What follows belongs to an exercise in optimizing a design on an open flow for small area and a short achievable clock period; a production flow would make more cautious choices.
In this exercise RTL edits were held to simulation tests only and were not proved equivalent to the original.

== run B ==
==> module norm_round, before the edit <==
module norm_round
(
  input  logic [47:0] sum_a,
  input  logic [47:0] sum_b,
  input  logic        sign_z,
  input  logic [2:0]  r_mode,  
  output logic [22:0] frac_z,
  output logic        renorm
);
  logic [20:0] lg [0:5];
  logic [20:0] lp [0:5];
  logic        c21;
  assign lg[0] = sum_a[20:0] & sum_b[20:0];
  assign lp[0] = sum_a[20:0] ^ sum_b[20:0];
  for (genvar l = 0; l < 5; l++) begin : g_llvl
    for (genvar i = 0; i < 21; i++) begin : g_lbit
      if (((i >> l) & 1) == 1) begin : g_op
        assign lg[l+1][i] = lg[l][i] | (lp[l][i] & lg[l][((i >> l) << l) - 1]);
        assign lp[l+1][i] = lp[l][i] & lp[l][((i >> l) << l) - 1];
      end else begin : g_pass
        assign lg[l+1][i] = lg[l][i];
        assign lp[l+1][i] = lp[l][i];
      end
    end
  end
  assign c21 = lg[5][20];
  logic [20:0] zt;
  logic        st0;  
  assign zt[0] = ~(sum_a[0] ^ sum_b[0]);
  for (genvar i = 1; i < 21; i++) begin : g_zt
    assign zt[i] = ~((sum_a[i] ^ sum_b[i]) ^ (sum_a[i-1] | sum_b[i-1]));
  end
  assign st0 = ~&zt[20:0];
  logic [23:0] h;    
  logic [23:0] k;    
  assign h = sum_a[47:24] ^ sum_b[47:24];
  assign k = {sum_a[46:24] & sum_b[46:24], 1'b0};
  logic [22:0] ug [0:5];
  logic [22:0] up [0:5];
  assign ug[0] = h[23:1] & k[23:1];
  assign up[0] = h[23:1] ^ k[23:1];
  for (genvar l = 0; l < 5; l++) begin : g_ulvl
    for (genvar i = 0; i < 23; i++) begin : g_ubit
      if (((i >> l) & 1) == 1) begin : g_op
        assign ug[l+1][i] = ug[l][i] | (up[l][i] & ug[l][((i >> l) << l) - 1]);
        assign up[l+1][i] = up[l][i] & up[l][((i >> l) << l) - 1];
      end else begin : g_pass
        assign ug[l+1][i] = ug[l][i];
        assign up[l+1][i] = up[l][i];
      end
    end
  end
  logic [23:1] w0, w1;  
  assign w0 = up[0] ^ {ug[5][21:0], 1'b0};
  assign w1 = up[0] ^ ({ug[5][21:0], 1'b0} | {up[5][21:0], 1'b1});
  function automatic logic round_inc(input logic [2:0] mode, input logic s,
                                     input logic lsb, input logic grd,
                                     input logic rnd, input logic stk);
    case (mode)
      3'd0:    round_inc = grd & (rnd | stk | lsb);
      3'd1:    round_inc = 1'b0;
      3'd2:    round_inc = s & (grd | rnd | stk);
      3'd3:    round_inc = ~s & (grd | rnd | stk);
      default: round_inc = grd;
    endcase
  endfunction
  logic [5:0] dec [0:1];
  for (genvar ci = 0; ci < 2; ci++) begin : g_ci
    logic p21, p22, p23, p24, c22, c23, c24, inc0, inc1, t0;
    assign p21  = sum_a[21] ^ sum_b[21] ^ 1'(ci);
    assign c22  = (sum_a[21] & sum_b[21]) | (1'(ci) & (sum_a[21] | sum_b[21]));
    assign p22  = sum_a[22] ^ sum_b[22] ^ c22;
    assign c23  = (sum_a[22] & sum_b[22]) | (c22 & (sum_a[22] | sum_b[22]));
    assign p23  = sum_a[23] ^ sum_b[23] ^ c23;
    assign c24  = (sum_a[23] & sum_b[23]) | (c23 & (sum_a[23] | sum_b[23]));
    assign p24  = h[0] ^ c24;
    assign inc0 = round_inc(r_mode, sign_z, p23, p22, p21, st0);
    assign inc1 = round_inc(r_mode, sign_z, p24, p23, p22, st0 | p21);
    assign t0   = p23 & inc0;  
    assign dec[ci] = {c24, c24 ^ t0, c24 & t0, c24 ^ inc1, c24 & inc1, p23 ^ inc0};
  end
  logic       c24, s0u1, s0u2, s1u1, s1u2, lsb0;
  assign {c24, s0u1, s0u2, s1u1, s1u2, lsb0} = c21 ? dec[1] : dec[0];
  logic pick0, pick1, low0, low1, msb;
  assign pick0 = s0u2 | (s0u1 & h[0]);
  assign pick1 = s1u2 | (s1u1 & h[0]);
  assign low0  = h[0] ^ (s0u1 & ~s0u2);
  assign low1  = h[0] ^ (s1u1 & ~s1u2);
  assign msb   = (c24 & h[0]) ? w1[23] : w0[23];
  logic [22:0] r0, r1;  
  assign r1 = {pick1 ? w1[22:1] : w0[22:1], low1};
  assign r0 = {pick0 ? w1[21:1] : w0[21:1], low0, lsb0};
  assign frac_z = msb ? r1 : r0;
  assign renorm = pick0 ? w1[23] : w0[23];
endmodule
==> flow/config.mk <==
export PLATFORM = sky130hd
export DESIGN_NAME = fp_mul_top
export DESIGN_NICKNAME = fp_mul_top
export VERILOG_FILES = /design/flow/design.v
export SDC_FILE = /design/flow/constraint.sdc
export NUM_CORES = 4
export LEC_CHECK = 0
export ABC_AREA = 1
export CAP_MARGIN = 20
export CORE_MARGIN = 2
export CORE_UTILIZATION = 40
export SETUP_SLACK_MARGIN = 5
export SLEW_MARGIN = 20
==> flow/constraint.sdc <==
create_clock -name core_clock -period 14.5 [get_ports {clk}]
set_input_delay 2.9000 -clock core_clock [delete_from_list [all_inputs] [get_ports {clk}]]
set_output_delay 2.9000 -clock core_clock [all_outputs]
set_load 0.01 [all_outputs]
standard.sh (not shown) runs the stock make flow with config.mk's settings and CLKGATE_MAP_FILE= SYNTH_SCRIPT=/design/flow/synth_recipe.tcl, a recipe that flattens the netlist after the stock synthesis.
==> flow/flow/run.sh <==
#!/bin/bash
# Layout flow: the standard flow (standard.sh) with these changes:
#  - synthesis maps the design's fa_cell/ha_cell modules straight to the
#    library's full/half adder cells before flattening (ORFS's synth.tcl with
#    one techmap added after its hierarchy check), and skips Yosys's
#    extract_fa, so the rest of the adders are left to abc;
#  - abc maps with flow/abc.script, when the version has one;
#  - the port buffers are buf_2 cells instead of the default delay buffers;
#  - make variables from flow/extra_vars.txt, when the version has one.
set -euo pipefail
here=$(pwd)

sed -e 's#^hierarchy -check -top \$::env(DESIGN_NAME)$#&\ntechmap -map '"$here"'/flow/adder_cells.v#' \
    -e 's#^  extract_fa {\*}\[dont_use_extract_fa_args\]$#  \# extract_fa skipped#' \
  "$FLOW_HOME/scripts/synth.tcl" > "$here/synth_adders.tcl"
grep -q adder_cells.v "$here/synth_adders.tcl"
grep -q "extract_fa skipped" "$here/synth_adders.tcl"
if [[ -f "$here/flow/abc.script" ]]; then
  sed -i 's#^  log_cmd abc {\*}\$abc_args$#  log_cmd abc {*}[lreplace $abc_args 1 1 '"$here"'/flow/abc.script]#' "$here/synth_adders.tcl"
  grep -q "flow/abc.script" "$here/synth_adders.tcl"
fi
sed 's#source \$::env(SCRIPTS_DIR)/synth.tcl#source '"$here"'/synth_adders.tcl#' \
  "$here/synth_recipe.tcl" > "$here/synth_recipe_adders.tcl"
grep -q synth_adders.tcl "$here/synth_recipe_adders.tcl"
# extra make variables, from flow/extra_vars.txt if present (one NAME=value per line)
extra=""
if [[ -f "$here/flow/extra_vars.txt" ]]; then
  extra=$(grep -E '^[A-Z_]+=[^ ]+$' "$here/flow/extra_vars.txt" | tr '\n' ' ')
fi
sed -e 's#SYNTH_SCRIPT=[^ ]*#SYNTH_SCRIPT='"$here"'/synth_recipe_adders.tcl#' \
    -e 's#"\${@:-finish}"#'"$extra"'"${@:-finish}"#' \
  "$here/standard.sh" > "$here/standard_adders.sh"
grep -q synth_recipe_adders.tcl "$here/standard_adders.sh"

port_buffer=sky130_fd_sc_hd__buf_2
export BUFFER_PORTS_ARGS="-buffer_cell $port_buffer"
bash "$here/standard_adders.sh" > "$here/flow.log" 2>&1
==> flow/flow/adder_cells.v <==
// maps the design's fa_cell and ha_cell modules to the library adder cells
module fa_cell (input a, input b, input ci, output s, output co);
  sky130_fd_sc_hd__fa_1 _TECHMAP_REPLACE_ (.A(a), .B(b), .CIN(ci), .SUM(s), .COUT(co));
endmodule

module ha_cell (input a, input b, output s, output co);
  sky130_fd_sc_hd__ha_1 _TECHMAP_REPLACE_ (.A(a), .B(b), .SUM(s), .COUT(co));
endmodule
## Diff of input files: run D against run B
--- a/flow/design.v
+++ b/flow/design.v
@@ -1646,4 +1646,8 @@
   assign w0 = up[0] ^ {ug[5][21:0], 1'b0};
   assign w1 = up[0] ^ ({ug[5][21:0], 1'b0} | {up[5][21:0], 1'b1});
+  logic [23:0] u0, u1, u2;  
+  assign u0 = {w0, h[0]};
+  assign u1 = {h[0] ? w1 : w0, ~h[0]};
+  assign u2 = {w1, h[0]};
   function automatic logic round_inc(input logic [2:0] mode, input logic s,
                                      input logic lsb, input logic grd,
@@ -1674,15 +1678,11 @@
   logic       c24, s0u1, s0u2, s1u1, s1u2, lsb0;
   assign {c24, s0u1, s0u2, s1u1, s1u2, lsb0} = c21 ? dec[1] : dec[0];
-  logic pick0, pick1, low0, low1, msb;
-  assign pick0 = s0u2 | (s0u1 & h[0]);
-  assign pick1 = s1u2 | (s1u1 & h[0]);
-  assign low0  = h[0] ^ (s0u1 & ~s0u2);
-  assign low1  = h[0] ^ (s1u1 & ~s1u2);
-  assign msb   = (c24 & h[0]) ? w1[23] : w0[23];
-  logic [22:0] r0, r1;  
-  assign r1 = {pick1 ? w1[22:1] : w0[22:1], low1};
-  assign r0 = {pick0 ? w1[21:1] : w0[21:1], low0, lsb0};
-  assign frac_z = msb ? r1 : r0;
-  assign renorm = pick0 ? w1[23] : w0[23];
+  logic [23:0] s0, s1;
+  logic        msb;
+  assign s0  = s0u2 ? u2 : s0u1 ? u1 : u0;
+  assign s1  = s1u2 ? u2 : s1u1 ? u1 : u0;
+  assign msb = c24 ? u1[23] : u0[23];
+  assign frac_z = msb ? s1[22:0] : {s0[21:0], lsb0};
+  assign renorm = s0[23];
 endmodule
 module exp_exc_pack
## What came out
Per the comparison of run D with run B, worst max-slew margin expressed relative to the limit went down by 6.4 points, routed wire length went up by 7.1%.
Diff run B -> run D: routed length on met2 up 2.2%; slew of the pin with the lowest slew margin up 0.089 ns; area after synthesis up 2.9%; vertical extent of the die up 1.4%.
As far as clock transition at the registers of the reported paths is concerned, run B and run D perform about the same.

separate check: timing with driven ports:
In the flow no input, the clock included, has a driving cell. The finished layouts below were timed again as built, in two steps. Step 1, drivers: a clkbuf_16 drives clk and a buf_2 each remaining input, both assumed. Step 2 moves the port delays by t, midway between the first and last clock arrival at a register: inputs arrive t later, outputs are due t later. That takes back most of the time a late clock gives input paths. a / b / c = ideal ports / drivers / drivers and shift; a / b = the first two.
run	t, ns	setup WS [ns]	worst setup path at the end	worst register clock-pin slew, ns	worst slew at a driven data input, ns
run B	0.308	5.315 / 5.298 / 4.990	input to register	0.05 / 0.05	0.08
run D	0.328	5.298 / 5.319 / 4.991	input to register	0.06 / 0.06	0.08
After both steps every run listed still meets setup and hold. For run B, which loses most, drivers alone change the setup slack by -0.017 ns; drivers and shift together by -0.325 ns.
